Source: an optimization exercise on an open RTL-to-GDS flow (aim: small area, a short achievable clock period and few clock cycles). Production flows keep margins and buffers that such runs may drop.
No functional check of the RTL was part of any run shown here.
No activity file was given, so power comes from the tool's default toggle rates.

==> design/flow/design.v <==
package sys_array_pkg;
  localparam int unsigned DefaultRow  = 4;
  localparam int unsigned DefaultCol  = 4;
  localparam int unsigned DefaultEs   = 8;
  localparam int unsigned DefaultKMax = 64;
endpackage
module pe_mac #(
  parameter int unsigned ES    = 8,
  parameter int unsigned ACC_W = 22
) (
  input  logic             clk,
  input  logic             i_clr,
  input  logic             i_signed,
  input  logic [ES-1:0]    i_a,
  input  logic [ES-1:0]    i_b,
  output logic [ACC_W-1:0] o_acc
);
  logic [ACC_W-1:0] r_acc;
  logic [ACC_W-1:0] w_acc_q;
  logic w_pp_0_0;
  logic w_pp_0_1;
  logic w_pp_0_2;
  logic w_pp_0_3;
  logic w_pp_0_4;
  logic w_pp_0_5;
  logic w_pp_0_6;
  logic w_pp_0_7;
  logic w_pp_1_0;
  logic w_pp_1_1;
  logic w_pp_1_2;
  logic w_pp_1_3;
  logic w_pp_1_4;
  logic w_pp_1_5;
  logic w_pp_1_6;
  logic w_pp_1_7;
  logic w_pp_2_0;
  logic w_pp_2_1;
  logic w_pp_2_2;
  logic w_pp_2_3;
  logic w_pp_2_4;
  logic w_pp_2_5;
  logic w_pp_2_6;
  logic w_pp_2_7;
  logic w_pp_3_0;
  logic w_pp_3_1;
  logic w_pp_3_2;
  logic w_pp_3_3;
  logic w_pp_3_4;
  logic w_pp_3_5;
  logic w_pp_3_6;
  logic w_pp_3_7;
  logic w_pp_4_0;
  logic w_pp_4_1;
  logic w_pp_4_2;
  logic w_pp_4_3;
  logic w_pp_4_4;
  logic w_pp_4_5;
  logic w_pp_4_6;
  logic w_pp_4_7;
  logic w_pp_5_0;
  logic w_pp_5_1;
  logic w_pp_5_2;
  logic w_pp_5_3;
  logic w_pp_5_4;
  logic w_pp_5_5;
  logic w_pp_5_6;
  logic w_pp_5_7;
  logic w_pp_6_0;
  logic w_pp_6_1;
  logic w_pp_6_2;
  logic w_pp_6_3;
  logic w_pp_6_4;
  logic w_pp_6_5;
  logic w_pp_6_6;
  logic w_pp_6_7;
  logic w_pp_7_0;
  logic w_pp_7_1;
  logic w_pp_7_2;
  logic w_pp_7_3;
  logic w_pp_7_4;
  logic w_pp_7_5;
  logic w_pp_7_6;
  logic w_pp_7_7;
  logic w_s1, w_c2;
  logic w_s3, w_c4;
  logic w_s5, w_c6;
  logic w_s7, w_c8;
  logic w_s9, w_c10;
  logic w_s11, w_c12;
  logic w_s13, w_c14;
  logic w_s15, w_c16;
  logic w_s17, w_c18;
  logic w_s19, w_c20;
  logic w_s21, w_c22;
  logic w_s23, w_c24;
  logic w_s25, w_c26;
  logic w_s27, w_c28;
  logic w_s29, w_c30;
  logic w_s31, w_c32;
  logic w_s33, w_c34;
  logic w_s35, w_c36;
  logic w_s37, w_c38;
  logic w_s39, w_c40;
  logic w_s41, w_c42;
  logic w_s43, w_c44;
  logic w_s45, w_c46;
  logic w_s47, w_c48;
  logic w_s49, w_c50;
  logic w_s51, w_c52;
  logic w_s53, w_c54;
  logic w_s55, w_c56;
  logic w_s57, w_c58;
  logic w_s59, w_c60;
  logic w_s61, w_c62;
  logic w_s63, w_c64;
  logic w_s65, w_c66;
  logic w_s67, w_c68;
  logic w_s69, w_c70;
  logic w_s71, w_c72;
  logic w_s73, w_c74;
  logic w_s75, w_c76;
  logic w_s77, w_c78;
  logic w_s79, w_c80;
  logic w_s81, w_c82;
  logic w_s83, w_c84;
  logic w_s85, w_c86;
  logic w_s87, w_c88;
  logic w_s89, w_c90;
  logic w_s91, w_c92;
  logic w_s93, w_c94;
  logic w_s95, w_c96;
  logic w_s97, w_c98;
  logic w_s99, w_c100;
  logic w_s101, w_c102;
  logic w_s103, w_c104;
  logic w_s105, w_c106;
  logic w_s107, w_c108;
  logic w_s109, w_c110;
  logic w_s111, w_c112;
  logic w_s113, w_c114;
  logic w_s115, w_c116;
  logic w_s117, w_c118;
  logic w_s119, w_c120;
  logic w_s121, w_c122;
  logic w_s123, w_c124;
  logic w_s125, w_c126;
  logic w_s127, w_c128;
  logic w_s129, w_c130;
  logic w_s131, w_c132;
  logic w_s133, w_c134;
  logic [ACC_W-1:0] w_sum;
  logic w_g135, w_p136;
  logic w_g137, w_p138;
  logic w_g139, w_p140;
  logic w_g141, w_p142;
  logic w_g143, w_p144;
  logic w_g145, w_p146;
  logic w_g147, w_p148;
  logic w_g149, w_p150;
  logic w_g151, w_p152;
  logic w_g153, w_p154;
  logic w_g155, w_p156;
  logic w_g157, w_p158;
  logic w_g159;
  logic w_gg160;
  logic w_gg161;
  logic w_pp162;
  logic w_gg163;
  logic w_pp164;
  logic w_gg165;
  logic w_pp166;
  logic w_gg167;
  logic w_pp168;
  logic w_gg169;
  logic w_pp170;
  logic w_gg171;
  logic w_gg172;
  logic w_pp173;
  logic w_gg174;
  logic w_pp175;
  logic w_gg176;
  logic w_gg177;
  logic w_gg178;
  logic w_gg179;
  logic w_gg180;
  logic w_gg181;
  logic w_gg182;
  logic w_gg183;
  logic w_gg184;
  logic w_sm185;
  logic w_sm186;
  logic w_sm187;
  logic w_sm188;
  logic w_sm189;
  logic w_sm190;
  logic w_sm191;
  logic w_sm192;
  logic w_sm193;
  logic w_sm194;
  logic w_sm195;
  logic w_sm196;
  logic [5:0] w_hi0, w_hi1;
  assign w_acc_q = i_clr ? '0 : r_acc;
  assign w_pp_0_0 = i_a[0] & i_b[0];
  assign w_pp_0_1 = i_a[0] & i_b[1];
  assign w_pp_0_2 = i_a[0] & i_b[2];
  assign w_pp_0_3 = i_a[0] & i_b[3];
  assign w_pp_0_4 = i_a[0] & i_b[4];
  assign w_pp_0_5 = i_a[0] & i_b[5];
  assign w_pp_0_6 = i_a[0] & i_b[6];
  assign w_pp_0_7 = (i_a[0] & i_b[7]) ^ i_signed;
  assign w_pp_1_0 = i_a[1] & i_b[0];
  assign w_pp_1_1 = i_a[1] & i_b[1];
  assign w_pp_1_2 = i_a[1] & i_b[2];
  assign w_pp_1_3 = i_a[1] & i_b[3];
  assign w_pp_1_4 = i_a[1] & i_b[4];
  assign w_pp_1_5 = i_a[1] & i_b[5];
  assign w_pp_1_6 = i_a[1] & i_b[6];
  assign w_pp_1_7 = (i_a[1] & i_b[7]) ^ i_signed;
  assign w_pp_2_0 = i_a[2] & i_b[0];
  assign w_pp_2_1 = i_a[2] & i_b[1];
  assign w_pp_2_2 = i_a[2] & i_b[2];
  assign w_pp_2_3 = i_a[2] & i_b[3];
  assign w_pp_2_4 = i_a[2] & i_b[4];
  assign w_pp_2_5 = i_a[2] & i_b[5];
  assign w_pp_2_6 = i_a[2] & i_b[6];
  assign w_pp_2_7 = (i_a[2] & i_b[7]) ^ i_signed;
  assign w_pp_3_0 = i_a[3] & i_b[0];
  assign w_pp_3_1 = i_a[3] & i_b[1];
  assign w_pp_3_2 = i_a[3] & i_b[2];
  assign w_pp_3_3 = i_a[3] & i_b[3];
  assign w_pp_3_4 = i_a[3] & i_b[4];
  assign w_pp_3_5 = i_a[3] & i_b[5];
  assign w_pp_3_6 = i_a[3] & i_b[6];
  assign w_pp_3_7 = (i_a[3] & i_b[7]) ^ i_signed;
  assign w_pp_4_0 = i_a[4] & i_b[0];
  assign w_pp_4_1 = i_a[4] & i_b[1];
  assign w_pp_4_2 = i_a[4] & i_b[2];
  assign w_pp_4_3 = i_a[4] & i_b[3];
  assign w_pp_4_4 = i_a[4] & i_b[4];
  assign w_pp_4_5 = i_a[4] & i_b[5];
  assign w_pp_4_6 = i_a[4] & i_b[6];
  assign w_pp_4_7 = (i_a[4] & i_b[7]) ^ i_signed;
  assign w_pp_5_0 = i_a[5] & i_b[0];
  assign w_pp_5_1 = i_a[5] & i_b[1];
  assign w_pp_5_2 = i_a[5] & i_b[2];
  assign w_pp_5_3 = i_a[5] & i_b[3];
  assign w_pp_5_4 = i_a[5] & i_b[4];
  assign w_pp_5_5 = i_a[5] & i_b[5];
  assign w_pp_5_6 = i_a[5] & i_b[6];
  assign w_pp_5_7 = (i_a[5] & i_b[7]) ^ i_signed;
  assign w_pp_6_0 = i_a[6] & i_b[0];
  assign w_pp_6_1 = i_a[6] & i_b[1];
  assign w_pp_6_2 = i_a[6] & i_b[2];
  assign w_pp_6_3 = i_a[6] & i_b[3];
  assign w_pp_6_4 = i_a[6] & i_b[4];
  assign w_pp_6_5 = i_a[6] & i_b[5];
  assign w_pp_6_6 = i_a[6] & i_b[6];
  assign w_pp_6_7 = (i_a[6] & i_b[7]) ^ i_signed;
  assign w_pp_7_0 = (i_a[7] & i_b[0]) ^ i_signed;
  assign w_pp_7_1 = (i_a[7] & i_b[1]) ^ i_signed;
  assign w_pp_7_2 = (i_a[7] & i_b[2]) ^ i_signed;
  assign w_pp_7_3 = (i_a[7] & i_b[3]) ^ i_signed;
  assign w_pp_7_4 = (i_a[7] & i_b[4]) ^ i_signed;
  assign w_pp_7_5 = (i_a[7] & i_b[5]) ^ i_signed;
  assign w_pp_7_6 = (i_a[7] & i_b[6]) ^ i_signed;
  assign w_pp_7_7 = i_a[7] & i_b[7];
  assign w_s1 = w_pp_0_5 ^ w_pp_1_4;
  assign w_c2 = w_pp_0_5 & w_pp_1_4;
  assign w_s3 = w_pp_0_6 ^ w_pp_1_5 ^ w_pp_2_4;
  assign w_c4 = (w_pp_0_6 & w_pp_1_5) | (w_pp_0_6 & w_pp_2_4) | (w_pp_1_5 & w_pp_2_4);
  assign w_s5 = w_pp_3_3 ^ w_pp_4_2;
  assign w_c6 = w_pp_3_3 & w_pp_4_2;
  assign w_s7 = w_pp_1_6 ^ w_pp_2_5 ^ w_pp_3_4;
  assign w_c8 = (w_pp_1_6 & w_pp_2_5) | (w_pp_1_6 & w_pp_3_4) | (w_pp_2_5 & w_pp_3_4);
  assign w_s9 = w_pp_4_3 ^ w_pp_5_2 ^ w_pp_6_1;
  assign w_c10 = (w_pp_4_3 & w_pp_5_2) | (w_pp_4_3 & w_pp_6_1) | (w_pp_5_2 & w_pp_6_1);
  assign w_s11 = w_pp_0_7 ^ w_pp_7_0;
  assign w_c12 = w_pp_0_7 & w_pp_7_0;
  assign w_s13 = w_pp_2_6 ^ w_pp_3_5 ^ w_pp_4_4;
  assign w_c14 = (w_pp_2_6 & w_pp_3_5) | (w_pp_2_6 & w_pp_4_4) | (w_pp_3_5 & w_pp_4_4);
  assign w_s15 = w_pp_5_3 ^ w_pp_6_2 ^ i_signed;
  assign w_c16 = (w_pp_5_3 & w_pp_6_2) | (w_pp_5_3 & i_signed) | (w_pp_6_2 & i_signed);
  assign w_s17 = w_pp_1_7 ^ w_pp_7_1 ^ w_acc_q[8];
  assign w_c18 = (w_pp_1_7 & w_pp_7_1) | (w_pp_1_7 & w_acc_q[8]) | (w_pp_7_1 & w_acc_q[8]);
  assign w_s19 = w_pp_3_6 ^ w_pp_4_5 ^ w_pp_5_4;
  assign w_c20 = (w_pp_3_6 & w_pp_4_5) | (w_pp_3_6 & w_pp_5_4) | (w_pp_4_5 & w_pp_5_4);
  assign w_s21 = w_pp_6_3 ^ w_pp_2_7 ^ w_pp_7_2;
  assign w_c22 = (w_pp_6_3 & w_pp_2_7) | (w_pp_6_3 & w_pp_7_2) | (w_pp_2_7 & w_pp_7_2);
  assign w_s23 = w_pp_4_6 ^ w_pp_5_5 ^ w_pp_6_4;
  assign w_c24 = (w_pp_4_6 & w_pp_5_5) | (w_pp_4_6 & w_pp_6_4) | (w_pp_5_5 & w_pp_6_4);
  assign w_s25 = w_pp_0_3 ^ w_pp_1_2;
  assign w_c26 = w_pp_0_3 & w_pp_1_2;
  assign w_s27 = w_pp_0_4 ^ w_pp_1_3 ^ w_pp_2_2;
  assign w_c28 = (w_pp_0_4 & w_pp_1_3) | (w_pp_0_4 & w_pp_2_2) | (w_pp_1_3 & w_pp_2_2);
  assign w_s29 = w_pp_3_1 ^ w_pp_4_0;
  assign w_c30 = w_pp_3_1 & w_pp_4_0;
  assign w_s31 = w_pp_2_3 ^ w_pp_3_2 ^ w_pp_4_1;
  assign w_c32 = (w_pp_2_3 & w_pp_3_2) | (w_pp_2_3 & w_pp_4_1) | (w_pp_3_2 & w_pp_4_1);
  assign w_s33 = w_pp_5_0 ^ w_s1 ^ w_acc_q[5];
  assign w_c34 = (w_pp_5_0 & w_s1) | (w_pp_5_0 & w_acc_q[5]) | (w_s1 & w_acc_q[5]);
  assign w_s35 = w_pp_5_1 ^ w_pp_6_0 ^ w_c2;
  assign w_c36 = (w_pp_5_1 & w_pp_6_0) | (w_pp_5_1 & w_c2) | (w_pp_6_0 & w_c2);
  assign w_s37 = w_s5 ^ w_acc_q[6] ^ w_s3;
  assign w_c38 = (w_s5 & w_acc_q[6]) | (w_s5 & w_s3) | (w_acc_q[6] & w_s3);
  assign w_s39 = w_c6 ^ w_c4 ^ w_acc_q[7];
  assign w_c40 = (w_c6 & w_c4) | (w_c6 & w_acc_q[7]) | (w_c4 & w_acc_q[7]);
  assign w_s41 = w_s7 ^ w_s9 ^ w_s11;
  assign w_c42 = (w_s7 & w_s9) | (w_s7 & w_s11) | (w_s9 & w_s11);
  assign w_s43 = w_c8 ^ w_c10 ^ w_s13;
  assign w_c44 = (w_c8 & w_c10) | (w_c8 & w_s13) | (w_c10 & w_s13);
  assign w_s45 = w_c12 ^ w_s15 ^ w_s17;
  assign w_c46 = (w_c12 & w_s15) | (w_c12 & w_s17) | (w_s15 & w_s17);
  assign w_s47 = w_c14 ^ w_acc_q[9] ^ w_s19;
  assign w_c48 = (w_c14 & w_acc_q[9]) | (w_c14 & w_s19) | (w_acc_q[9] & w_s19);
  assign w_s49 = w_c16 ^ w_c18 ^ w_s21;
  assign w_c50 = (w_c16 & w_c18) | (w_c16 & w_s21) | (w_c18 & w_s21);
  assign w_s51 = w_c20 ^ w_pp_3_7 ^ w_pp_7_3;
  assign w_c52 = (w_c20 & w_pp_3_7) | (w_c20 & w_pp_7_3) | (w_pp_3_7 & w_pp_7_3);
  assign w_s53 = w_acc_q[10] ^ w_s23 ^ w_c22;
  assign w_c54 = (w_acc_q[10] & w_s23) | (w_acc_q[10] & w_c22) | (w_s23 & w_c22);
  assign w_s55 = w_pp_5_6 ^ w_pp_6_5 ^ w_c24;
  assign w_c56 = (w_pp_5_6 & w_pp_6_5) | (w_pp_5_6 & w_c24) | (w_pp_6_5 & w_c24);
  assign w_s57 = w_pp_4_7 ^ w_pp_7_4 ^ w_acc_q[11];
  assign w_c58 = (w_pp_4_7 & w_pp_7_4) | (w_pp_4_7 & w_acc_q[11]) | (w_pp_7_4 & w_acc_q[11]);
  assign w_s59 = w_pp_6_6 ^ w_pp_5_7 ^ w_pp_7_5;
  assign w_c60 = (w_pp_6_6 & w_pp_5_7) | (w_pp_6_6 & w_pp_7_5) | (w_pp_5_7 & w_pp_7_5);
  assign w_s61 = w_pp_0_2 ^ w_pp_1_1;
  assign w_c62 = w_pp_0_2 & w_pp_1_1;
  assign w_s63 = w_pp_2_1 ^ w_pp_3_0 ^ w_s25;
  assign w_c64 = (w_pp_2_1 & w_pp_3_0) | (w_pp_2_1 & w_s25) | (w_pp_3_0 & w_s25);
  assign w_s65 = w_c26 ^ w_s29 ^ w_acc_q[4];
  assign w_c66 = (w_c26 & w_s29) | (w_c26 & w_acc_q[4]) | (w_s29 & w_acc_q[4]);
  assign w_s67 = w_c30 ^ w_c28 ^ w_s31;
  assign w_c68 = (w_c30 & w_c28) | (w_c30 & w_s31) | (w_c28 & w_s31);
  assign w_s69 = w_c32 ^ w_s35 ^ w_c34;
  assign w_c70 = (w_c32 & w_s35) | (w_c32 & w_c34) | (w_s35 & w_c34);
  assign w_s71 = w_c36 ^ w_c38 ^ w_s39;
  assign w_c72 = (w_c36 & w_c38) | (w_c36 & w_s39) | (w_c38 & w_s39);
  assign w_s73 = w_c40 ^ w_s43 ^ w_c42;
  assign w_c74 = (w_c40 & w_s43) | (w_c40 & w_c42) | (w_s43 & w_c42);
  assign w_s75 = w_c44 ^ w_s47 ^ w_c46;
  assign w_c76 = (w_c44 & w_s47) | (w_c44 & w_c46) | (w_s47 & w_c46);
  assign w_s77 = w_c48 ^ w_s51 ^ w_c50;
  assign w_c78 = (w_c48 & w_s51) | (w_c48 & w_c50) | (w_s51 & w_c50);
  assign w_s79 = w_c52 ^ w_s55 ^ w_s57;
  assign w_c80 = (w_c52 & w_s55) | (w_c52 & w_s57) | (w_s55 & w_s57);
  assign w_s81 = w_acc_q[12] ^ w_c56 ^ w_c58;
  assign w_c82 = (w_acc_q[12] & w_c56) | (w_acc_q[12] & w_c58) | (w_c56 & w_c58);
  assign w_s83 = w_pp_6_7 ^ w_pp_7_6 ^ w_acc_q[13];
  assign w_c84 = (w_pp_6_7 & w_pp_7_6) | (w_pp_6_7 & w_acc_q[13]) | (w_pp_7_6 & w_acc_q[13]);
  assign w_s85 = w_pp_0_1 ^ w_pp_1_0;
  assign w_c86 = w_pp_0_1 & w_pp_1_0;
  assign w_s87 = w_pp_2_0 ^ w_s61 ^ w_acc_q[2];
  assign w_c88 = (w_pp_2_0 & w_s61) | (w_pp_2_0 & w_acc_q[2]) | (w_s61 & w_acc_q[2]);
  assign w_s89 = w_c62 ^ w_acc_q[3] ^ w_s63;
  assign w_c90 = (w_c62 & w_acc_q[3]) | (w_c62 & w_s63) | (w_acc_q[3] & w_s63);
  assign w_s91 = w_s27 ^ w_c64 ^ w_s65;
  assign w_c92 = (w_s27 & w_c64) | (w_s27 & w_s65) | (w_c64 & w_s65);
  assign w_s93 = w_c66 ^ w_s33 ^ w_s67;
  assign w_c94 = (w_c66 & w_s33) | (w_c66 & w_s67) | (w_s33 & w_s67);
  assign w_s95 = w_c68 ^ w_s37 ^ w_s69;
  assign w_c96 = (w_c68 & w_s37) | (w_c68 & w_s69) | (w_s37 & w_s69);
  assign w_s97 = w_s41 ^ w_c70 ^ w_s71;
  assign w_c98 = (w_s41 & w_c70) | (w_s41 & w_s71) | (w_c70 & w_s71);
  assign w_s99 = w_c72 ^ w_s45 ^ w_s73;
  assign w_c100 = (w_c72 & w_s45) | (w_c72 & w_s73) | (w_s45 & w_s73);
  assign w_s101 = w_s49 ^ w_c74 ^ w_s75;
  assign w_c102 = (w_s49 & w_c74) | (w_s49 & w_s75) | (w_c74 & w_s75);
  assign w_s103 = w_s53 ^ w_c76 ^ w_s77;
  assign w_c104 = (w_s53 & w_c76) | (w_s53 & w_s77) | (w_c76 & w_s77);
  assign w_s105 = w_c54 ^ w_s79 ^ w_c78;
  assign w_c106 = (w_c54 & w_s79) | (w_c54 & w_c78) | (w_s79 & w_c78);
  assign w_s107 = w_s59 ^ w_c80 ^ w_s81;
  assign w_c108 = (w_s59 & w_c80) | (w_s59 & w_s81) | (w_c80 & w_s81);
  assign w_s109 = w_c60 ^ w_s83 ^ w_c82;
  assign w_c110 = (w_c60 & w_s83) | (w_c60 & w_c82) | (w_s83 & w_c82);
  assign w_s111 = w_pp_7_7 ^ w_acc_q[14] ^ w_c84;
  assign w_c112 = (w_pp_7_7 & w_acc_q[14]) | (w_pp_7_7 & w_c84) | (w_acc_q[14] & w_c84);
  assign w_s113 = i_signed ^ w_acc_q[15];
  assign w_c114 = i_signed & w_acc_q[15];
  assign w_s115 = i_signed ^ w_acc_q[16];
  assign w_c116 = i_signed & w_acc_q[16];
  assign w_s117 = i_signed ^ w_acc_q[17];
  assign w_c118 = i_signed & w_acc_q[17];
  assign w_s119 = i_signed ^ w_acc_q[18];
  assign w_c120 = i_signed & w_acc_q[18];
  assign w_s121 = i_signed ^ w_acc_q[19];
  assign w_c122 = i_signed & w_acc_q[19];
  assign w_s123 = i_signed ^ w_acc_q[20];
  assign w_c124 = i_signed & w_acc_q[20];
  assign w_s125 = i_signed ^ w_acc_q[21];
  assign w_c126 = i_signed & w_acc_q[21];
  assign w_s127 = w_pp_0_0 ^ w_acc_q[0];
  assign w_c128 = w_pp_0_0 & w_acc_q[0];
  assign w_s129 = w_acc_q[1] ^ w_s85 ^ w_c128;
  assign w_c130 = (w_acc_q[1] & w_s85) | (w_acc_q[1] & w_c128) | (w_s85 & w_c128);
  assign w_s131 = w_c86 ^ w_s87 ^ w_c130;
  assign w_c132 = (w_c86 & w_s87) | (w_c86 & w_c130) | (w_s87 & w_c130);
  assign w_s133 = w_c88 ^ w_s89 ^ w_c132;
  assign w_c134 = (w_c88 & w_s89) | (w_c88 & w_c132) | (w_s89 & w_c132);
  assign w_g135 = w_c90 & w_s91;
  assign w_p136 = w_c90 ^ w_s91;
  assign w_g137 = w_c92 & w_s93;
  assign w_p138 = w_c92 ^ w_s93;
  assign w_g139 = w_c94 & w_s95;
  assign w_p140 = w_c94 ^ w_s95;
  assign w_g141 = w_c96 & w_s97;
  assign w_p142 = w_c96 ^ w_s97;
  assign w_g143 = w_c98 & w_s99;
  assign w_p144 = w_c98 ^ w_s99;
  assign w_g145 = w_c100 & w_s101;
  assign w_p146 = w_c100 ^ w_s101;
  assign w_g147 = w_c102 & w_s103;
  assign w_p148 = w_c102 ^ w_s103;
  assign w_g149 = w_c104 & w_s105;
  assign w_p150 = w_c104 ^ w_s105;
  assign w_g151 = w_c106 & w_s107;
  assign w_p152 = w_c106 ^ w_s107;
  assign w_g153 = w_c108 & w_s109;
  assign w_p154 = w_c108 ^ w_s109;
  assign w_g155 = w_c110 & w_s111;
  assign w_p156 = w_c110 ^ w_s111;
  assign w_g157 = w_c112 & w_s113;
  assign w_p158 = w_c112 ^ w_s113;
  assign w_g159 = w_g135 | (w_p136 & w_c134);
  assign w_gg160 = w_g137 | (w_p138 & w_g159);
  assign w_gg161 = w_g141 | (w_p142 & w_g139);
  assign w_pp162 = w_p142 & w_p140;
  assign w_gg163 = w_g145 | (w_p146 & w_g143);
  assign w_pp164 = w_p146 & w_p144;
  assign w_gg165 = w_g149 | (w_p150 & w_g147);
  assign w_pp166 = w_p150 & w_p148;
  assign w_gg167 = w_g153 | (w_p154 & w_g151);
  assign w_pp168 = w_p154 & w_p152;
  assign w_gg169 = w_g157 | (w_p158 & w_g155);
  assign w_pp170 = w_p158 & w_p156;
  assign w_gg171 = w_gg161 | (w_pp162 & w_gg160);
  assign w_gg172 = w_gg165 | (w_pp166 & w_gg163);
  assign w_pp173 = w_pp166 & w_pp164;
  assign w_gg174 = w_gg169 | (w_pp170 & w_gg167);
  assign w_pp175 = w_pp170 & w_pp168;
  assign w_gg176 = w_gg172 | (w_pp173 & w_gg171);
  assign w_gg177 = w_gg174 | (w_pp175 & w_gg176);
  assign w_gg178 = w_gg163 | (w_pp164 & w_gg171);
  assign w_gg179 = w_gg167 | (w_pp168 & w_gg176);
  assign w_gg180 = w_g139 | (w_p140 & w_gg160);
  assign w_gg181 = w_g143 | (w_p144 & w_gg171);
  assign w_gg182 = w_g147 | (w_p148 & w_gg178);
  assign w_gg183 = w_g151 | (w_p152 & w_gg176);
  assign w_gg184 = w_g155 | (w_p156 & w_gg179);
  assign w_sm185 = w_p136 ^ w_c134;
  assign w_sm186 = w_p138 ^ w_g159;
  assign w_sm187 = w_p140 ^ w_gg160;
  assign w_sm188 = w_p142 ^ w_gg180;
  assign w_sm189 = w_p144 ^ w_gg171;
  assign w_sm190 = w_p146 ^ w_gg181;
  assign w_sm191 = w_p148 ^ w_gg178;
  assign w_sm192 = w_p150 ^ w_gg182;
  assign w_sm193 = w_p152 ^ w_gg176;
  assign w_sm194 = w_p154 ^ w_gg183;
  assign w_sm195 = w_p156 ^ w_gg179;
  assign w_sm196 = w_p158 ^ w_gg184;
  assign w_sum[3:0] = {w_s133, w_s131, w_s129, w_s127};
  assign w_sum[15:4] = {w_sm196, w_sm195, w_sm194, w_sm193, w_sm192, w_sm191, w_sm190, w_sm189, w_sm188, w_sm187, w_sm186, w_sm185};
  assign w_hi0 = {w_c124, w_c122, w_c120, w_c118, w_c116, w_c114} + {w_s125, w_s123, w_s121, w_s119, w_s117, w_s115};
  assign w_hi1 = {w_c124, w_c122, w_c120, w_c118, w_c116, w_c114} + {w_s125, w_s123, w_s121, w_s119, w_s117, w_s115} + 1'b1;
  assign w_sum[21:16] = w_gg177 ? w_hi1 : w_hi0;
  always_ff @(posedge clk) begin
    r_acc <= w_sum;
  end
  assign o_acc = r_acc;
endmodule
module systolic_array_os #(
  parameter int unsigned ROW   = sys_array_pkg::DefaultRow,
  parameter int unsigned COL   = sys_array_pkg::DefaultCol,
  parameter int unsigned ES    = sys_array_pkg::DefaultEs,
  parameter int unsigned K_MAX = sys_array_pkg::DefaultKMax,
  parameter int unsigned ACC_W = 2 * ES + $clog2(K_MAX)
) (
  input  logic                         clk,
  input  logic                         rst_n,
  input  logic                         start,
  input  logic [$clog2(K_MAX+1)-1:0]   k_len,
  input  logic                         signed_mode,
  input  logic                         in_vld,
  output logic                         in_rdy,
  input  logic [ROW*ES-1:0]            a_vec,
  input  logic [COL*ES-1:0]            b_vec,
  output logic                         out_vld,
  input  logic                         out_rdy,
  output logic [COL*ACC_W-1:0]         out_row,
  output logic [$clog2(ROW)-1:0]       out_row_idx,
  output logic                         out_last,
  output logic                         busy,
  output logic                         done
);
  localparam int unsigned KW = $clog2(K_MAX + 1);
  localparam int unsigned RW = $clog2(ROW);
  logic          r_feed;       
  logic          r_zero;       
  logic          r_first;      
  logic [KW-1:0] r_k_rem;      
  logic          r_signed;
  logic [ES-1:0] r_a [ROW];
  logic [ES-1:0] r_b [COL];
  logic          r_clr;        
  logic          r_last;       
  logic          r_out_vld;
  logic [RW-1:0] r_row;
  logic          r_row_last;   
  logic [ROW-1:0] r_row_sel;   
  logic          r_rdy_any;    
  logic          r_rdy_last;   
  logic [KW-1:0]    w_k_clamp;
  logic             w_start, w_acc_free, w_in_rdy, w_fire, w_issue, w_xfer;
  logic             w_feed_d, w_zero_d, w_first_d, w_last_d, w_out_vld_d, w_row_last_d;
  logic [RW-1:0]    w_row_d;
  logic [ACC_W-1:0] w_acc [ROW][COL];
  assign w_k_clamp = (k_len > KW'(K_MAX)) ? KW'(K_MAX) : k_len;
  assign w_start   = start & ~busy;
  assign w_xfer    = r_out_vld & out_rdy;
  assign w_acc_free = ~r_last & (~r_out_vld | (r_row_last & out_rdy));
  assign w_in_rdy   = r_rdy_any | (r_rdy_last & out_rdy);
  assign w_fire     = in_vld & w_in_rdy;
  assign w_issue    = w_fire | (r_zero & w_acc_free);
  always_comb begin
    w_feed_d  = r_feed;
    w_zero_d  = r_zero;
    w_first_d = r_first;
    if (w_start) begin
      w_feed_d  = (w_k_clamp != '0);
      w_zero_d  = (w_k_clamp == '0);
      w_first_d = 1'b1;
    end else begin
      if (w_fire) begin
        w_first_d = 1'b0;
        if (r_k_rem == KW'(1)) w_feed_d = 1'b0;
      end
      if (r_zero && w_acc_free) w_zero_d = 1'b0;
    end
    w_last_d     = w_issue & (r_zero | (r_k_rem == KW'(1)));
    w_out_vld_d  = r_out_vld;
    w_row_d      = r_row;
    w_row_last_d = r_row_last;
    if (r_last) begin
      w_out_vld_d  = 1'b1;
      w_row_d      = '0;
      w_row_last_d = 1'b0;
    end else if (w_xfer) begin
      w_out_vld_d  = ~r_row_last;
      w_row_d      = r_row + RW'(1);
      w_row_last_d = (r_row == RW'(ROW - 2));
    end
  end
  always_ff @(posedge clk) begin
    if (!rst_n) begin
      r_feed     <= 1'b0;
      r_zero     <= 1'b0;
      r_first    <= 1'b0;
      r_clr      <= 1'b0;
      r_last     <= 1'b0;
      r_out_vld  <= 1'b0;
      r_row      <= '0;
      r_row_last <= 1'b0;
      r_row_sel  <= '0;
      r_rdy_any  <= 1'b0;
      r_rdy_last <= 1'b0;
    end else begin
      r_feed     <= w_feed_d;
      r_zero     <= w_zero_d;
      r_first    <= w_first_d;
      r_clr      <= w_issue & (r_first | r_zero);
      r_last     <= w_last_d;
      r_out_vld  <= w_out_vld_d;
      r_row      <= w_row_d;
      r_row_last <= w_row_last_d;
      for (int r = 0; r < ROW; r++) r_row_sel[r] <= w_out_vld_d & (w_row_d == RW'(r));
      r_rdy_any  <= w_feed_d & (~w_first_d | (~w_last_d & ~w_out_vld_d));
      r_rdy_last <= w_feed_d & w_first_d & ~w_last_d & w_row_last_d;
    end
  end
  always_ff @(posedge clk) begin
    if (w_start) begin
      r_k_rem  <= w_k_clamp;
      r_signed <= signed_mode;
    end else if (w_fire) begin
      r_k_rem <= r_k_rem - KW'(1);
    end
  end
  always_ff @(posedge clk) begin
    for (int r = 0; r < ROW; r++) r_a[r] <= w_fire ? a_vec[r*ES +: ES] : '0;
    for (int c = 0; c < COL; c++) r_b[c] <= b_vec[c*ES +: ES];
  end
  for (genvar gr = 0; gr < ROW; gr++) begin : g_row
    for (genvar gc = 0; gc < COL; gc++) begin : g_col
      pe_mac #(
        .ES   (ES),
        .ACC_W(ACC_W)
      ) u_pe (
        .clk     (clk),
        .i_clr   (r_clr),
        .i_signed(r_signed),
        .i_a     (r_a[gr]),
        .i_b     (r_b[gc]),
        .o_acc   (w_acc[gr][gc])
      );
    end
  end
  always_comb begin
    out_row = '0;
    for (int r = 0; r < ROW; r++)
      for (int c = 0; c < COL; c++)
        out_row[c*ACC_W +: ACC_W] = out_row[c*ACC_W +: ACC_W] | (w_acc[r][c] & {ACC_W{r_row_sel[r]}});
  end
  assign in_rdy      = w_in_rdy;
  assign out_vld     = r_out_vld;
  assign out_row_idx = r_row;
  assign out_last    = r_row_last;
  assign busy        = r_feed | r_zero;
  assign done        = r_row_last & out_rdy;
endmodule
==> design/flow/flow/run.sh <==
#!/bin/bash
# Standard ORFS layout with three changes:
#  - synthesis skips Yosys's early "abc -fast", so full adders are extracted from the
#    RTL's own adder expressions (no inverters between adder cells); registers are
#    unchanged,
#  - ports are buffered with buf_2 instead of a delay buffer,
#  - repair_timing aims at a tighter setup margin.
set -u
sed -e 's/synth -nofsm -noshare/synth -nofsm -noshare -noabc/' synth_recipe.tcl > synth_noabc.tcl
bash standard.sh SYNTH_SCRIPT=$PWD/synth_noabc.tcl SETUP_SLACK_MARGIN=5.6 \
  "BUFFER_PORTS_ARGS=-buffer_cell sky130_fd_sc_hd__buf_2" finish > standard.log 2>&1
==> design/flow/standard.sh <==
#!/bin/bash
# synth_recipe.tcl (not shown) runs the flow's synth.tcl, then flattens the netlist and writes it again
# the make line also repeats each setting of config.mk as NAME=value (left out here)
make -C /OpenROAD-flow-scripts/flow DESIGN_CONFIG=/design/flow/config.mk WORK_HOME=/design/flow/orfs CLKGATE_MAP_FILE= SYNTH_SCRIPT=/design/flow/synth_recipe.tcl "${@:-finish}"
==> design/flow/config.mk <==
export PLATFORM = sky130hd
export DESIGN_NAME = systolic_array_os
export DESIGN_NICKNAME = systolic_array_os
export VERILOG_FILES = /design/flow/design.v
export SDC_FILE = /design/flow/constraint.sdc
export NUM_CORES = 4
export LEC_CHECK = 0
export CAP_MARGIN = 20
export CORE_MARGIN = 2
export CORE_UTILIZATION = 40
export SLEW_MARGIN = 20
==> design/flow/constraint.sdc <==
create_clock -name core_clock -period 10.0 [get_ports {clk}]
set_input_delay 2.0000 -clock core_clock [delete_from_list [all_inputs] [get_ports {clk}]]
set_output_delay 2.0000 -clock core_clock [all_outputs]
set_load 0.01 [all_outputs]
==> flow_summary.json, run 1 <==
{
  "outcome": "complete, no violations",
  "synth-async-reset-ratio_pct": 0,
  "hold_buffers": 0,
  "start_kind": "primary input",
  "cp_max_fo": 3,
  "min_to": "r_feed",
  "firstDrtPassIters": 5,
  "fin_tns_setup_ns": 0,
  "grt_pass1_vias": 40878,
  "ir_worst_vdd_v": 0.000160,
  "die_h_um": 371,
  "cts_made_buffers": 60,
  "synth_area_leaders": "fa_1 36%, dfxtp_1 16%, ha_1 11%",
  "end_kind": "output pin",
  "dp.cells": 6692,
  "grt_usage_pct": 23.7,
  "worst_pin_slew_ns": 0.785,
  "syn_inst": 4981,
  "gr-total-overflow": 0,
  "clock_sinks": 439,
  "root_buffer": "clkbuf_16",
  "syn_avg_cell_area_um2": 10.8,
  "synth_edf_count": 8,
  "synth_top_area_share_pct": 35.8,
  "period_share_pct": 45.8,
  "h-tree-depth": 2,
  "cp.arrival_ns": 2.58,
  "reg2reg_depth": 13,
  "wl_mm": 175,
  "yosys_warnings": 7,
  "drv_cap": 0,
  "drtIter0Drc": 2785,
  "antenna_found_initial": 18,
  "yosysSeqAreaShare_pct": 16.5,
  "die_w_um": 371,
  "viasPerCell": 5.40,
  "drive_gt1_share_pct": 23.6,
  "globalplace.congestion": 0.810,
  "num_vias": 38328,
  "avgRoutedWirePerCell_um": 24.6,
  "numPortBuffers": 171,
  "synth_fp_nets": 6501,
  "min_period_ns": 4.58,
  "cellLeakagePower_nw": 30.3,
  "cts_buffer_depth": 3,
  "crit_required_ns": 8.00,
  "hp-start": "r_feed",
  "hold_viol": 0,
  "finalNonFillerCells": 7099,
  "synth_top_cell_by_area": "fa_1",
  "synthesis.area_um2": 53700,
  "yosysUniqueCellTypes": 66,
  "r2r-start": "r_a[1][1]",
  "syn_to_final_growth_pct": 24.1,
  "num_rows": 134,
  "final_antenna_net_count": 0,
  "finClkSkew_ns": 0.0372,
  "r2r_end": "g_row[1].g_col[1].u_pe.r_acc[13]",
  "hp-class": "flop to flop",
  "synth-main-ff-cell": "dfxtp_1",
  "synth-seq-cells": 439,
  "die-area_um2": 137000,
  "power.density_nw_per_um2": 287,
  "relSlewSlack_pct": 47.7,
  "io_pins": 172,
  "post-route-drc-count": 0,
  "clk_latency_ns": 0.70,
  "path_class": "primary input to output pin",
  "nets": 6784,
  "report.final.slew_viol_count": 0,
  "rrSetupSlack_ns": 5.43,
  "cts_tree": "yes",
  "hpwl_mm": 98.1,
  "setup_viol": 0,
  "start_util_pct": 40.3,
  "hold_depth": 2,
  "rsz0062_at_grt": "true",
  "clk_pin_slew_ns": 0.06,
  "core_um2": 133000,
  "fmax_ghz": 0.218,
  "grt_max_degree": 67,
  "grt_pass1_wl_mm": 246
}
==> cell type report <==
type	count	area (µm²)
Inverter	15	56.3
Fill cell	11989	66700
Tap cell	1768	2210
Clock inverter	25	345
Timing Repair Buffer	526	6230
Multi-Input combinational cell	4222	47100
Antenna cell	18	45.0
Sequential cell	439	8990
Clock buffer	86	1730
==> Yosys cell counts (all sizes together), types with 21 or more instances <==
master and n:
nand4 21, xnor2 343, dfxtp 431, and3 44, nor2b 354, a211oi 33, xor2 136, o211ai 30
buf 38, fa 960, a21oi 83, and2 808, nand2 380, o21ai 49, clkbuf 267, a22oi 176
a21o 70, nor2 66, nand3 28, ha 483
==> routing by layer <==
metal	GRT usage [%]	routed length (µm)
met5	0	13
met4	7.09	5300
met3	4.52	13800
met2	38.4	81900
met1	32.1	73500
==> power by group <==
| group | switching, W | total, W | internal (W) |
|---|---|---|---|
| Combinational | 0.00681 | 0.0136 | 0.00675 |
| Clock | 0.000961 | 0.00234 | 0.00138 |
| Sequential | 0.000486 | 0.00323 | 0.00274 |
==> cell families (layout without fill, tap and decap cells) <==
family | Yosys count | in the layout | synth area share (%)
other cells | 0 | 18 | 0
compound gates | 518 | 518 | 7.38
flops | 439 | 439 | 16.5
simple gates | 1765 | 1765 | 18.6
xor+xnor | 479 | 479 | 7.81
buf+inv | 320 | 652 | 2.34
mux | 17 | 17 | 0.354
fa+ha+maj | 1443 | 1443 | 47.0
==> placed cells by master, fill, tap and decap left out, drive strengths merged, types with 7 or more instances in the layout <==
master and instances:
mux2 16, edfxtp 8, dfxtp 431, ha 483
a31o 10, and3 44, and2 808, bufbuf 19
nand2b 12, a211oi 33, buf 474, a22oi 176
xnor2 343, o21a 15, fa 960, a21o 70
xor2 136, nand2 380, nand4 21, o211ai 30
nand3 28, o31ai 9, nor3 16, o21ai 49
nor2b 354, inv 18, nor4 7, diode 18
nor2 66, nand3b 7, o21bai 14, clkinv 11
clkbuf 119, bufinv 7, a21oi 83
==> state kept, by name (all words and copies together), names as in the netlist, 2 cells and up <==
signal and flops:
g_row.g_col.u_pe.r_acc 352, r_a 32, r_b 32, r_k_rem 7, r_row 2, r_row_sel 4
==> timing repair <==
item                       CTS  global route
setup endpoints to repair  341           186
buffers inserted           107           101
pin swaps                  197           184
gates resized for setup    353           278
gates cloned                36            34
==> metrics by stage <==
step           setup WS [ns]  hold slack [ns]  area [µm²]  total power [W]  util, %
3_5_place_dp            4.18            0.500       57900           0.0149     43.4
3_3_place_gp            4.23            0.515       57900           0.0146     43.4
6_report                5.42            0.543       66700           0.0191     50.0
4_1_cts                 5.41            0.521       63500           0.0182     47.6
5_1_grt                 5.31            0.606       66700           0.0209     50.0
2_1_floorplan           2.81            0.433       55700           0.0126        -
==> worst max-delay path, stage by stage <==
cell	delay, ns
buf_8	0.10
a21o_4	0.20
buf_12	0.15
buf_6	0.12
==> worst max-delay path by stage <==
stage,start,to,slack (ns)
final,out_rdy,in_rdy,5.42
after global routing,r_signed,g_row[3].g_col[2].u_pe.r_acc[15],5.31
after CTS,out_rdy,in_rdy,5.41
after detailed placement,r_clr,g_row[3].g_col[2].u_pe.r_acc[13],4.18
after global placement,r_clr,g_row[3].g_col[2].u_pe.r_acc[13],4.23
after floorplan,r_signed,g_row[2].g_col[3].u_pe.r_acc[15],2.81
==> run 2, diff against run 1 <==
--- a/design/flow/flow/run.sh
+++ b/design/flow/flow/run.sh
@@ -8,4 +8,4 @@
 set -u
 sed -e 's/synth -nofsm -noshare/synth -nofsm -noshare -noabc/' synth_recipe.tcl > synth_noabc.tcl
-bash standard.sh SYNTH_SCRIPT=$PWD/synth_noabc.tcl SETUP_SLACK_MARGIN=5.6 \
+bash standard.sh SYNTH_SCRIPT=$PWD/synth_noabc.tcl SETUP_SLACK_MARGIN=5.0 \
   "BUFFER_PORTS_ARGS=-buffer_cell sky130_fd_sc_hd__buf_2" finish > standard.log 2>&1
==> run 2 against run 1 <==
Compared with the run above: synthesized area unchanged; sequential share of layout area increased by 1.1 points; still clean on timing, DRC and antenna; hold slack got worse by 0.035 ns; first-iteration DRC count decreased by 25%; fmax decreased by 7.1%; die area unchanged; sequential power about the same; design area decreased by 8.2%; largest cell class unchanged; clock power increased by 3%; clock skew decreased by 0.0090 ns.
==> flow_summary.json, run 2 <==
{
  "largest_register_ffs": 352,
  "grt_max_degree": 75,
  "synth_common_cells": "960 x fa_1, 808 x and2_1, 483 x ha_1",
  "cts_made_buffers": 58,
  "h-tree-depth": 2,
  "synth-main-ff-cell": "dfxtp_1",
  "hold_viol": 0,
  "grt_pass1_wl_mm": 229,
  "grt_usage_pct": 21.5,
  "synth_fp_nets": 6501,
  "switching_share_pct": 43.3,
  "synth_top_area_share_pct": 35.8,
  "yosysUniqueCellTypes": 66,
  "numPortBuffers": 171,
  "firstDrtPassIters": 5,
  "cp_common_cell": "buf_2",
  "critPathBufInv": 3,
  "clkPwrFrac_pct": 13.8,
  "relSlewSlack_pct": 44.9,
  "num_vias": 35829,
  "avgRoutedWirePerCell_um": 21.5,
  "clk_latency_ns": 0.69,
  "crit_required_ns": 8.00,
  "synth_area_leaders": "fa_1 36%, dfxtp_1 16%, ha_1 11%",
  "path_class": "primary input to output pin",
  "p_int_w": 0.00991,
  "start_kind": "primary input",
  "cp.arrival_ns": 2.93,
  "syn_to_final_growth_pct": 13.9,
  "die_h_um": 371,
  "cp_max_fo": 33,
  "power_switching_w": 0.00758,
  "clock_sinks": 439,
  "antenna_found_initial": 6,
  "p_comb_share_pct": 67.8,
  "seqPwrFrac_pct": 18.4,
  "fin_tns_setup_ns": 0,
  "cts_buffer_depth": 3,
  "end_kind": "output pin",
  "io_pins": 172,
  "drv_cap": 0,
  "crit_chain": "buf_2 -> a21o_1 -> buf_4 -> buf_2",
  "die-area_um2": 137000,
  "min_period_ns": 4.93,
  "nets": 6547,
  "cellLeakagePower_nw": 28.3,
  "slowest_delay_ns": 0.37,
  "final_common_cell": "fa_1",
  "clk_pin_slew_ns": 0.06,
  "hpwl_mm": 98.2,
  "yosys_warnings": 7,
  "synth-seq-cells": 439,
  "critPathSlowestCell": "buf_4",
  "fmax_ghz": 0.203,
  "viasPerCell": 5.23,
  "syn_avg_cell_area_um2": 10.8,
  "period_share_pct": 49.3,
  "post-route-drc-count": 0,
  "hp-class": "flop to flop",
  "final_cell_mix": "850 x fa_1, 806 x and2_1, 433 x ha_1",
  "rsz0062_at_grt": "false",
  "synth.most_common_cell": "fa_1",
  "synth-async-reset-ratio_pct": 0,
  "globalplace.congestion": 0.811,
  "largest_registers": "g_row.g_col.u_pe.r_acc x352, r_a x32, r_b x32",
  "dp.cells": 6692,
  "final_antenna_net_count": 0,
  "worst_pin_slew_ns": 0.826,
  "die_w_um": 371,
  "drive_gt1_share_pct": 14.8,
  "syn_inst": 4981,
  "start_util_pct": 40.3,
  "synth_edf_count": 8,
  "largest_register": "g_row.g_col.u_pe.r_acc",
  "finClkSkew_ns": 0.0282,
  "num_rows": 134,
  "drtIter0Drc": 2081,
  "synthesis.area_um2": 53700,
  "power.density_nw_per_um2": 286,
  "cts_tree": "yes",
  "setup_viol": 0,
  "grt_pass1_vias": 39682,
  "finalNonFillerCells": 6851,
  "report.final.slew_viol_count": 0,
  "root_buffer": "clkbuf_16",
  "synth_top_cell_by_area": "fa_1",
  "wl_mm": 147,
  "yosysSeqAreaShare_pct": 16.5,
  "hold_buffers": 0,
  "gr-total-overflow": 0,
  "ir_worst_vdd_v": 0.000171,
  "cp_top_family": "buffers and inverters",
  "outcome": "complete, no violations",
  "core_um2": 133000
}
## run 2: cell counts after synthesis
No cell type changed its count.
## run 2: kinds of logic after synthesis
logic type / count (synthesis) / synth area share, %
mux: 17 / 0.354
buf+inv: 320 / 2.34
xor+xnor: 479 / 7.81
simple gates: 1765 / 18.6
fa+ha+maj: 1443 / 47.0
compound gates: 518 / 7.38
flops: 439 / 16.5
## run 2: layer usage
metal  vias up  wire length, µm  track usage (%)
li1      16389                -                -
met1     18585            65700             29.5
met2       699            70800             35.7
met3       156             7520             3.10
met4         0             3140             5.21
met5         -                0                0
## run 2: worst reg2reg max path, delay by kind of cell (launching register included)
kind | cells | cell delay [ns]
AO/OA/AOI/OAI | 3 | 0.84
XOR/XNOR | 1 | 0.15
adder cells (fa/ha/maj) | 7 | 3.03
buffers and inverters | 1 | 0.17
flip-flops | 1 | 0.39
AND/OR/NAND/NOR | 1 | 0.20
## run 2: final timing paths
| check | endpoint | from | slack (ns) | depth (start not counted) |
|---|---|---|---|---|
| setup / recovery | in_rdy | out_rdy | 5.07 | 4 |
| hold / removal | r_clr | r_first | 0.51 | 2 |
| setup reg to reg | g_row[2].g_col[0].u_pe.r_acc[13] | r_a[2][0] | 5.11 | 13 |
| hold reg to reg | r_clr | r_first | 0.51 | 2 |
## run 2: final cells by class
cell class                 count  area, µm²
fill                       12484      72200
multi-input combinational   4222      45400
sequential                   439       8920
timing repair buffer         291       2430
tap                         1768       2210
clock buffer                  73       1690
clock inverter                36        464
inverter                      15       56.3
antenna                        7       17.5
## run 2: power by group through the flow
stage | clock, W | combinational, W | sequential [W]
6_report | 0.00241 | 0.0119 | 0.00322
2_1_floorplan | 0 | 0.00958 | 0.00303
3_3_place_gp | 0 | 0.0113 | 0.00325
4_1_cts | 0.00248 | 0.0118 | 0.00322
5_1_grt | 0.00254 | 0.0135 | 0.00331
3_5_place_dp | 0 | 0.0116 | 0.00324
## run 2: timing repair
item | in CTS | in global routing
pin swaps | 2 | 21
gates cloned | 5 | 9
setup endpoints to repair | 214 | 72
gates resized for setup | 66 | 58
buffers inserted | 9 | 20
## run 2: per-stage QoR
stage | worst slack (ns) | area (µm²) | hold WS (ns) | util, % | power (W)
2_1_floorplan | 2.81 | 55700 | 0.433 | - | 0.0126
3_3_place_gp | 4.26 | 57900 | 0.519 | 43.4 | 0.0146
3_5_place_dp | 4.19 | 57900 | 0.500 | 43.4 | 0.0149
4_1_cts | 5.00 | 60600 | 0.516 | 45.4 | 0.0175
5_1_grt | 4.98 | 61200 | 0.537 | 45.9 | 0.0193
6_report | 5.07 | 61200 | 0.508 | 45.9 | 0.0175
==> run 3, diff against run 2 <==
--- a/design/flow/config.mk
+++ b/design/flow/config.mk
@@ -8,4 +8,4 @@
 export CAP_MARGIN = 20
 export CORE_MARGIN = 2
-export CORE_UTILIZATION = 40
+export CORE_UTILIZATION = 60
 export SLEW_MARGIN = 20
==> run 3 against run 2 <==
Compared with the run above: clock skew down 0.0092 ns; via count up 0.67%; synthesized area unchanged; utilization up 22 points; still clean on timing, DRC and antenna; fmax up 0.31%.
==> flow_summary.json, run 3 <==
{
  "yosys_warnings": 7,
  "synth-async-reset-ratio_pct": 0,
  "relSlewSlack_pct": 43.2,
  "cp.arrival_ns": 2.92,
  "synth_common_cells": "960 x fa_1, 808 x and2_1, 483 x ha_1",
  "firstDrtPassIters": 7,
  "synth-seq-cells": 439,
  "viasPerCell": 5.78,
  "worst_pin_slew_ns": 0.852,
  "hold_depth": 2,
  "fmax_ghz": 0.203,
  "outcome": "complete, no violations",
  "num_vias": 36069,
  "root_buffer": "clkbuf_16",
  "syn_inst": 4981,
  "synth_area_leaders": "fa_1 36%, dfxtp_1 16%, ha_1 11%",
  "die-area_um2": 92000,
  "die_h_um": 303,
  "hpwl_mm": 94.4,
  "rsz0062_at_grt": "true",
  "final_common_cell": "fa_1",
  "worst_slack_ns": 5.08,
  "cts_buffer_depth": 3,
  "synth_top_area_share_pct": 35.8,
  "hp-class": "flop to flop",
  "synth_edf_count": 8,
  "clk_pin_slew_ns": 0.06,
  "clk_latency_ns": 0.68,
  "cts_tree": "yes",
  "path_class": "primary input to output pin",
  "finClkSkew_ns": 0.0190,
  "grt_pass1_vias": 39297,
  "whs_ns": 0.488,
  "yosysSeqAreaShare_pct": 16.5,
  "drv_cap": 0,
  "clock_sinks": 439,
  "nets": 6541,
  "io_pins": 172,
  "post-place-ws_ns": 4.32,
  "synth.most_common_cell": "fa_1",
  "start_kind": "primary input",
  "hold_viol": 0,
  "grt_pass1_wl_mm": 221,
  "grt_max_degree": 95,
  "die_w_um": 303,
  "avgRoutedWirePerCell_um": 22.6,
  "drtIter0Drc": 2250,
  "synth_fp_nets": 6501,
  "start_util_pct": 60.7,
  "post-route-drc-count": 0,
  "grt_usage_pct": 31.3,
  "cts_made_buffers": 57,
  "synth-main-ff-cell": "dfxtp_1",
  "ir_worst_vdd_v": 0.000234,
  "power.density_nw_per_um2": 289,
  "num_rows": 109,
  "drive_gt1_share_pct": 14.6,
  "syn_to_final_growth_pct": 11.9,
  "gr-total-overflow": 0,
  "synth_top_cell_by_area": "fa_1",
  "syn_avg_cell_area_um2": 10.8,
  "core_um2": 88500,
  "yosysUniqueCellTypes": 66,
  "end_kind": "output pin",
  "dp.cells": 6091,
  "largest_register": "g_row.g_col.u_pe.r_acc",
  "numPortBuffers": 171,
  "cellLeakagePower_nw": 28.1,
  "final_antenna_net_count": 0,
  "largest_registers": "g_row.g_col.u_pe.r_acc x352, r_a x32, r_b x32",
  "wl_mm": 141,
  "h-tree-depth": 2,
  "power_w": 0.0174,
  "min_period_ns": 4.92,
  "cp_max_fo": 36,
  "report.final.slew_viol_count": 0,
  "period_share_pct": 49.2,
  "antenna_found_initial": 10,
  "largest_register_ffs": 352,
  "reg2reg_depth": 14,
  "setup_viol": 0,
  "final_cell_mix": "850 x fa_1, 806 x and2_1, 433 x ha_1",
  "fin_tns_setup_ns": 0,
  "finalNonFillerCells": 6238,
  "crit_required_ns": 8.00,
  "globalplace.congestion": 0.836,
  "synthesis.area_um2": 53700
}
[run 3: cell counts after synthesis]
No cell type changed its count.
[run 3: final cells by class]
type	count	area [µm²]
Timing Repair Buffer	286	2280
Clock inverter	38	425
Antenna cell	4	10.0
Multi-Input combinational cell	4222	45400
Sequential cell	439	8910
Fill cell	6847	28400
Clock buffer	69	1570
Inverter	15	56.3
Tap cell	1165	1460
[run 3: repair_timing]
item                                    4_1_cts  5_1_grt
pin swaps                                     4       28
gates cloned                                  4        7
endpoints found under the setup margin      195      108
setup buffers                                13       12
hold buffers                                  0        0
hold endpoints to repair                      0        0
resized for setup                            58       54
[run 3: final timing paths]
check        startpoint                               end  slack (ns)
min reg2reg     r_first                             r_clr        0.49
max reg2reg   r_a[0][1]  g_row[0].g_col[3].u_pe.r_acc[15]        5.11
max             out_rdy                            in_rdy        5.08
min             r_first                             r_clr        0.49
[run 3: kinds of logic after synthesis]
group | after synthesis | share of synthesized area [%]
compound gates | 518 | 7.38
mux | 17 | 0.354
fa+ha+maj | 1443 | 47.0
flops | 439 | 16.5
xor+xnor | 479 | 7.81
buf+inv | 320 | 2.34
simple gates | 1765 | 18.6
[run 3: where the power goes]
group	total (W)	internal, W	switching (W)
sequential	0.00325	0.00275	0.000506
clock	0.00222	0.00128	0.000940
combinational	0.0119	0.00574	0.00619
total	0.0174	0.00977	0.00763
[run 3: worst max-delay path, cell delays in order]
cell and delay, ns:
buf_2 0.15, a21o_1 0.12, buf_4 0.37, buf_2 0.22
[run 3: metal layers]
| metal | vias to the layer above | routed length (µm) | share of wire, % | global-route usage, % |
|---|---|---|---|---|
| li1 | 16378 | - | - | - |
| met1 | 18651 | 60800 | 43 | 42.9 |
| met4 | 0 | 4040 | 2.9 | 8.41 |
| met5 | - | 0 | 0 | 0 |
| met2 | 858 | 68100 | 48 | 52.4 |
| met3 | 182 | 8110 | 5.8 | 4.47 |
[run 3: stage by stage]
step | util [%] | area (µm²)
floorplan | - | 55700
global placement | 64.6 | 57100
detailed placement | 64.6 | 57100
CTS | 67.4 | 59600
global route | 67.9 | 60100
finish | 67.9 | 60100
==> run 4, diff against run 3 <==
--- a/design/flow/flow/run.sh
+++ b/design/flow/flow/run.sh
@@ -8,4 +8,4 @@
 set -u
 sed -e 's/synth -nofsm -noshare/synth -nofsm -noshare -noabc/' synth_recipe.tcl > synth_noabc.tcl
-bash standard.sh SYNTH_SCRIPT=$PWD/synth_noabc.tcl SETUP_SLACK_MARGIN=5.0 \
+bash standard.sh SYNTH_SCRIPT=$PWD/synth_noabc.tcl SETUP_SLACK_MARGIN=5.3 \
   "BUFFER_PORTS_ARGS=-buffer_cell sky130_fd_sc_hd__buf_2" finish > standard.log 2>&1
==> run 4 against run 3 <==
Compared with the run above: synthesized area stayed put; critical endpoint unchanged; via count is 1.5% higher; sequential power hardly changed; critical path depth stayed put; clock skew is 0.0014 ns higher; critical path type unchanged; wire length is 4.7% higher; fmax is 4.9% higher.
==> flow_summary.json, run 4 <==
{
  "synthesis.area_um2": 53700,
  "hpwl_mm": 94.4,
  "crit_required_ns": 8.00,
  "setup_viol": 0,
  "path_class": "primary input to output pin",
  "clock_sinks": 439,
  "clk_latency_ns": 0.69,
  "synth_fp_nets": 6501,
  "core_um2": 88500,
  "drive_gt1_share_pct": 16.7,
  "cp_max_fo": 9,
  "outcome": "complete, no violations",
  "regArea_um2": 8930,
  "n_fill_cell": 6676,
  "nets": 6597,
  "whs_ns": 0.485,
  "grt_max_degree": 61,
  "fin_util_pct": 69.5,
  "grt_usage_pct": 32.0,
  "largest_registers": "g_row.g_col.u_pe.r_acc x352, r_a x32, r_b x32",
  "drtIter0Drc": 2241,
  "cts_made_buffers": 57,
  "synth_edf_count": 8,
  "fin_tns_setup_ns": 0,
  "end_kind": "output pin",
  "root_buffer": "clkbuf_16",
  "fmax_ghz": 0.213,
  "h-tree-depth": 2,
  "io_pins": 172,
  "final_antenna_net_count": 0,
  "gr-total-overflow": 0,
  "min_period_ns": 4.69,
  "synth-async-reset-ratio_pct": 0,
  "synth_top_area_share_pct": 35.8,
  "antenna_found_initial": 8,
  "synth-seq-cells": 439,
  "synth_common_cells": "960 x fa_1, 808 x and2_1, 483 x ha_1",
  "hold_buffers": 0,
  "cts_buffer_depth": 3,
  "multi_input_area_um2": 45700,
  "synth_top_cell_by_area": "fa_1",
  "synth-main-ff-cell": "dfxtp_1",
  "final_common_cell": "fa_1",
  "num_vias": 36616,
  "use_met2_pct": 53.3,
  "wl_mm": 148,
  "syn_inst": 4981,
  "post-place-ws_ns": 4.32,
  "hp-start": "r_first",
  "startpoint": "out_rdy",
  "met1_usage_pct": 43.4,
  "met3_usage_pct": 4.95,
  "yosysSeqAreaShare_pct": 16.5,
  "power.density_nw_per_um2": 287,
  "ir_worst_vdd_v": 0.000233,
  "critPathSlowestCell": "a21o_4",
  "viasPerCell": 5.82,
  "firstDrtPassIters": 5,
  "worst_pin_slew_ns": 0.778,
  "synth.most_common_cell": "fa_1",
  "report.final.slew_viol_count": 0,
  "crit_chain": "clkbuf_4 -> a21o_4 -> buf_12 -> buf_6",
  "hp-class": "flop to flop",
  "worst_slack_ns": 5.31,
  "num_rows": 109,
  "yosys_warnings": 7,
  "clk_pin_slew_ns": 0.06,
  "yosysUniqueCellTypes": 66,
  "start_kind": "primary input",
  "finClkSkew_ns": 0.0205,
  "hold_viol": 0,
  "cp.arrival_ns": 2.69,
  "r2r-start": "r_a[3][0]",
  "post-route-drc-count": 0,
  "globalplace.congestion": 0.836,
  "cts_tree": "yes",
  "syn_avg_cell_area_um2": 10.8,
  "drv_cap": 0,
  "die-area_um2": 92000,
  "avgRoutedWirePerCell_um": 23.5,
  "cellLeakagePower_nw": 28.6,
  "final_cell_mix": "807 x fa_1, 802 x and2_1, 430 x ha_1",
  "numPortBuffers": 171,
  "grt_pass1_wl_mm": 225,
  "rsz0062_at_grt": "true",
  "start_util_pct": 60.7,
  "largest_register": "g_row.g_col.u_pe.r_acc",
  "relSlewSlack_pct": 48.1,
  "die_w_um": 303,
  "busiest_layer": "met2",
  "slowest_delay_ns": 0.23,
  "grt_pass1_vias": 39697,
  "die_h_um": 303,
  "period_share_pct": 46.9,
  "syn_to_final_growth_pct": 14.6,
  "largest_register_ffs": 352,
  "synth_area_leaders": "fa_1 36%, dfxtp_1 16%, ha_1 11%",
  "power_w": 0.0177
}
run 4: cell types whose count changed in the layout (fill, tap and decap cells not counted), moves of 4 or more:
| cell | previous run | this run |
|---|---|---|
| fa_1 | 850 | 807 |
| buf_6 | 13 | 30 |
| and2_1 | 806 | 802 |
| buf_12 | 14 | 38 |
| dfxtp_1 | 416 | 412 |
| buf_4 | 69 | 63 |
| buf_8 | 4 | 9 |
| clkbuf_16 | 65 | 72 |
| dfxtp_4 | 11 | 16 |
| fa_2 | 110 | 153 |
| and2_4 | 2 | 6 |
| bufbuf_16 | 4 | 11 |
run 4: critical path, delay by kind of cell:
family / cells / cell delay, ns
AOI/OAI and AO/OA: 1 / 0.23
buffers and inverters: 3 / 0.43
run 4: path summary, 6_finish.rpt:
check	to	slack, ns	depth (start not counted)
max	in_rdy	5.31	4
min	r_clr	0.49	2
max reg2reg	g_row[3].g_col[3].u_pe.r_acc[13]	5.36	13
min reg2reg	r_clr	0.49	2
run 4: final cells by class:
cell class / count / area share [%]
repair buffers: 342 / 5.60
diodes: 5 / 0.0203
clock inverters: 38 / 0.691
multi-input cells: 4222 / 74.2
flip-flops and latches: 439 / 14.5
clock buffers: 69 / 2.55
inverters: 15 / 0.0915
well taps: 1165 / 2.37
run 4: kinds of logic after synthesis:
family	count (synthesis)	synth area share, %
AOI/OAI and AO/OA	518	7.38
xor gates and xnor gates	479	7.81
adders and majority gates	1443	47.0
buffers and inverters	320	2.34
DFF	439	16.5
muxes	17	0.354
and+or+nand+nor	1765	18.6
run 4: metal layers:
metal | share of wire, % | vias up
li1 | - | 16502
met1 | 42 | 18952
met2 | 48 | 960
met3 | 6.3 | 202
met4 | 3.4 | 0
met5 | 0 | -
run 4: repair_timing:
item | 4_1_cts | 5_1_grt
resized for setup | 152 | 131
pin swaps | 65 | 100
setup buffers | 33 | 34
endpoints found under the setup margin | 275 | 114
gates cloned | 11 | 14
run 4: metrics by stage:
stage          cell area [µm²]  cells
6_report                 61600   6295
3_3_place_gp             57100   6091
4_1_cts                  60400   6242
3_5_place_dp             57100   6091
2_1_floorplan            55700   4981
5_1_grt                  61500   6290
run 4: where the power goes:
group / internal [W] / switching [W] / leakage [nW]
clock: 0.00128 / 0.000944 / 0.946
sequential: 0.00275 / 0.000513 / 3.71
combinational: 0.00589 / 0.00629 / 24.0
total: 0.00992 / 0.00775 / 28.6
==> run 5, diff against run 4 <==
--- a/design/flow/config.mk
+++ b/design/flow/config.mk
@@ -9,3 +9,4 @@
 export CORE_MARGIN = 2
 export CORE_UTILIZATION = 60
+export CTS_BUF_LIST = sky130_fd_sc_hd__clkbuf_4
 export SLEW_MARGIN = 20
==> run 5 against run 4 <==
Compared with the run above: still clean on timing, DRC and antenna; clock skew is 0.047 ns higher; synthesized cell count is the same; non-clock buffer count rose by 9; wire length up 1.4%; design area about the same; flip-flop and latch count did not move; clock power shrank 12%; global-route usage increased by 0.64 points; critical endpoint unchanged.
==> flow_summary.json, run 5 <==
{
  "outcome": "complete, no violations",
  "rrSetupSlack_ns": 5.34,
  "yosysSeqAreaShare_pct": 16.5,
  "synth_fp_nets": 6501,
  "ir_worst_vdd_v": 0.000234,
  "die_h_um": 303,
  "relSlewSlack_pct": 49.0,
  "synth-seq-cells": 439,
  "h-tree-depth": 4,
  "cellLeakagePower_nw": 28.8,
  "fin_tns_setup_ns": 0,
  "grt_pass1_vias": 40401,
  "hold_buffers": 0,
  "power_w": 0.0174,
  "die-area_um2": 92000,
  "num_vias": 37486,
  "synthesis.area_um2": 53700,
  "r2r_end": "g_row[3].g_col[2].u_pe.r_acc[13]",
  "endpoint": "in_rdy",
  "syn_to_final_growth_pct": 14.6,
  "syn_avg_cell_area_um2": 10.8,
  "drive_gt1_share_pct": 18.7,
  "period_share_pct": 46.8,
  "reg2reg_depth": 15,
  "root_buffer": "clkbuf_4",
  "cts_made_buffers": 142,
  "worst_pin_slew_ns": 0.764,
  "end_kind": "output pin",
  "min_period_ns": 4.68,
  "fmax_ghz": 0.214,
  "core_um2": 88500,
  "io_pins": 172,
  "num_rows": 109,
  "dp.cells": 6091,
  "numPortBuffers": 171,
  "cp_max_fo": 9,
  "hpwl_mm": 94.4,
  "gr-total-overflow": 0,
  "power.density_nw_per_um2": 283,
  "nets": 6691,
  "grt_usage_pct": 32.7,
  "antenna_found_initial": 15,
  "synth_common_cells": "960 x fa_1, 808 x and2_1, 483 x ha_1",
  "yosys_warnings": 7,
  "synth_area_leaders": "fa_1 36%, dfxtp_1 16%, ha_1 11%",
  "largest_registers": "g_row.g_col.u_pe.r_acc x352, r_a x32, r_b x32",
  "globalplace.congestion": 0.836,
  "synth.most_common_cell": "fa_1",
  "drv_cap": 0,
  "rsz0062_at_grt": "true",
  "finalNonFillerCells": 6468,
  "clock_sinks": 439,
  "wl_mm": 150,
  "startpoint": "out_rdy",
  "start_util_pct": 60.7,
  "cts_tree": "yes",
  "cts_buffer_depth": 3,
  "grt_pass1_wl_mm": 228,
  "hold_viol": 0,
  "drtIter0Drc": 2195,
  "avgRoutedWirePerCell_um": 23.2,
  "post-route-drc-count": 0,
  "largest_register_ffs": 352,
  "clk_latency_ns": 1.09,
  "hp-class": "flop to flop",
  "grt_max_degree": 61,
  "final_common_cell": "and2_1",
  "setup_viol": 0,
  "syn_inst": 4981,
  "synth_top_cell_by_area": "fa_1",
  "r2r-start": "r_b[2][2]",
  "synth-async-reset-ratio_pct": 0,
  "largest_register": "g_row.g_col.u_pe.r_acc",
  "synth-main-ff-cell": "dfxtp_1",
  "finClkSkew_ns": 0.0673,
  "final_antenna_net_count": 0,
  "firstDrtPassIters": 5,
  "die_w_um": 303,
  "yosysUniqueCellTypes": 66,
  "path_class": "primary input to output pin",
  "clk_pin_slew_ns": 0.07,
  "synth_edf_count": 8,
  "synth_top_area_share_pct": 35.8,
  "start_kind": "primary input",
  "viasPerCell": 5.80,
  "cp.arrival_ns": 2.68,
  "final_cell_mix": "805 x and2_1, 798 x fa_1, 432 x ha_1",
  "report.final.slew_viol_count": 0,
  "crit_required_ns": 8.00,
  "whs_ns": 0.489
}
run 5: cell counts after synthesis:
No cell type changed its count.
run 5: power by group:
part	switching [W]	internal, W	total (W)
clock network	0.000967	0.000989	0.00196
logic	0.00631	0.00593	0.0122
registers	0.000510	0.00275	0.00326
run 5: layer usage:
layer	global-route usage [%]	share of wire, %
met4	10.5	3.7
met5	0	0.018
met2	54.2	48
met3	5.15	6.5
met1	44.1	42
run 5: cell families (layout without fill, tap and decap cells):
family	Yosys count	count (layout)	synth area share [%]
AOI/OAI and AO/OA	518	518	7.38
xor gates and xnor gates	479	479	7.81
adders and majority gates	1443	1443	47.0
buffers and inverters	320	625	2.34
DFF	439	439	16.5
muxes	17	17	0.354
other	0	17	0
and+or+nand+nor	1765	1765	18.6
run 5: what timing repair did:
item                                   CTS  global route
setup endpoints to repair              326           116
pin swaps                               66           116
resized for setup                      153           147
gates cloned                            12            14
setup buffers                           38            37
endpoints found under the hold margin    0             0
run 5: worst min-delay path by stage:
| stage | from | endpoint | cells after the start |
|---|---|---|---|
| 2_1_floorplan | r_first | r_clr | 2 |
| 3_3_place_gp | r_first | r_clr | 2 |
| 3_5_place_dp | r_first | r_clr | 2 |
| 4_1_cts | r_first | r_clr | 2 |
| 5_1_grt | r_first | r_clr | 2 |
| 6_report | r_first | r_clr | 2 |
run 5: layout make-up:
class / instances / area (µm²)
Tap cell: 1165 / 1460
Timing Repair Buffer: 351 / 3590
Clock inverter: 63 / 343
Inverter: 15 / 56.3
Clock buffer: 196 / 1470
Fill cell: 6770 / 26900
Sequential cell: 439 / 8930
Antenna cell: 17 / 42.5
Multi-Input combinational cell: 4222 / 45700
run 5: stage by stage:
| stage | worst slack [ns] | util (%) | area [µm²] |
|---|---|---|---|
| 3_3_place_gp | 4.42 | 64.6 | 57100 |
| 5_1_grt | 5.22 | 69.6 | 61600 |
| 6_report | 5.32 | 69.6 | 61600 |
| 2_1_floorplan | 2.81 | - | 55700 |
| 3_5_place_dp | 4.32 | 64.6 | 57100 |
| 4_1_cts | 5.30 | 68.2 | 60300 |
run 5: worst max-delay path, cell delays in order:
cell and delay (ns):
clkbuf_4 0.15, a21o_4 0.22, buf_12 0.15, buf_6 0.13

[afterwards: timing with drivers on the ports]
Ports are ideal in the flow. The routed layouts listed here were re-timed in OpenROAD.
Step 1 sets driving cells, clkbuf_16 on the clock port and buf_2 on the other inputs (assumed; they add their load-dependent delay and slew).
Step 2 also shifts input and output timing later by t, the mid clock arrival at the registers, as if the neighbouring blocks saw the same clock.
Three values: ideal ports, drivers, drivers and shift; two values: the first two.
| run | shift t [ns] | slack for setup (ns) | worst setup path after step 2 | worst register clock-pin slew, ns |
|---|---|---|---|---|
| run 1 | 0.756 | 5.419 / 5.381 / 5.381 | input to output | 0.07 / 0.07 |
| run 2 | 0.746 | 5.069 / 5.047 / 5.047 | input to output | 0.07 / 0.07 |
| run 3 | 0.739 | 5.084 / 5.063 / 5.063 | input to output | 0.07 / 0.07 |
| run 4 | 0.744 | 5.314 / 5.295 / 5.295 | input to output | 0.07 / 0.07 |
| run 5 | 1.131 | 5.317 / 5.298 / 5.298 | input to output | 0.08 / 0.08 |
After both steps every run listed still meets setup and hold. For run 1, which loses most, drivers alone change the setup slack by -0.038 ns; drivers and shift together by -0.038 ns.
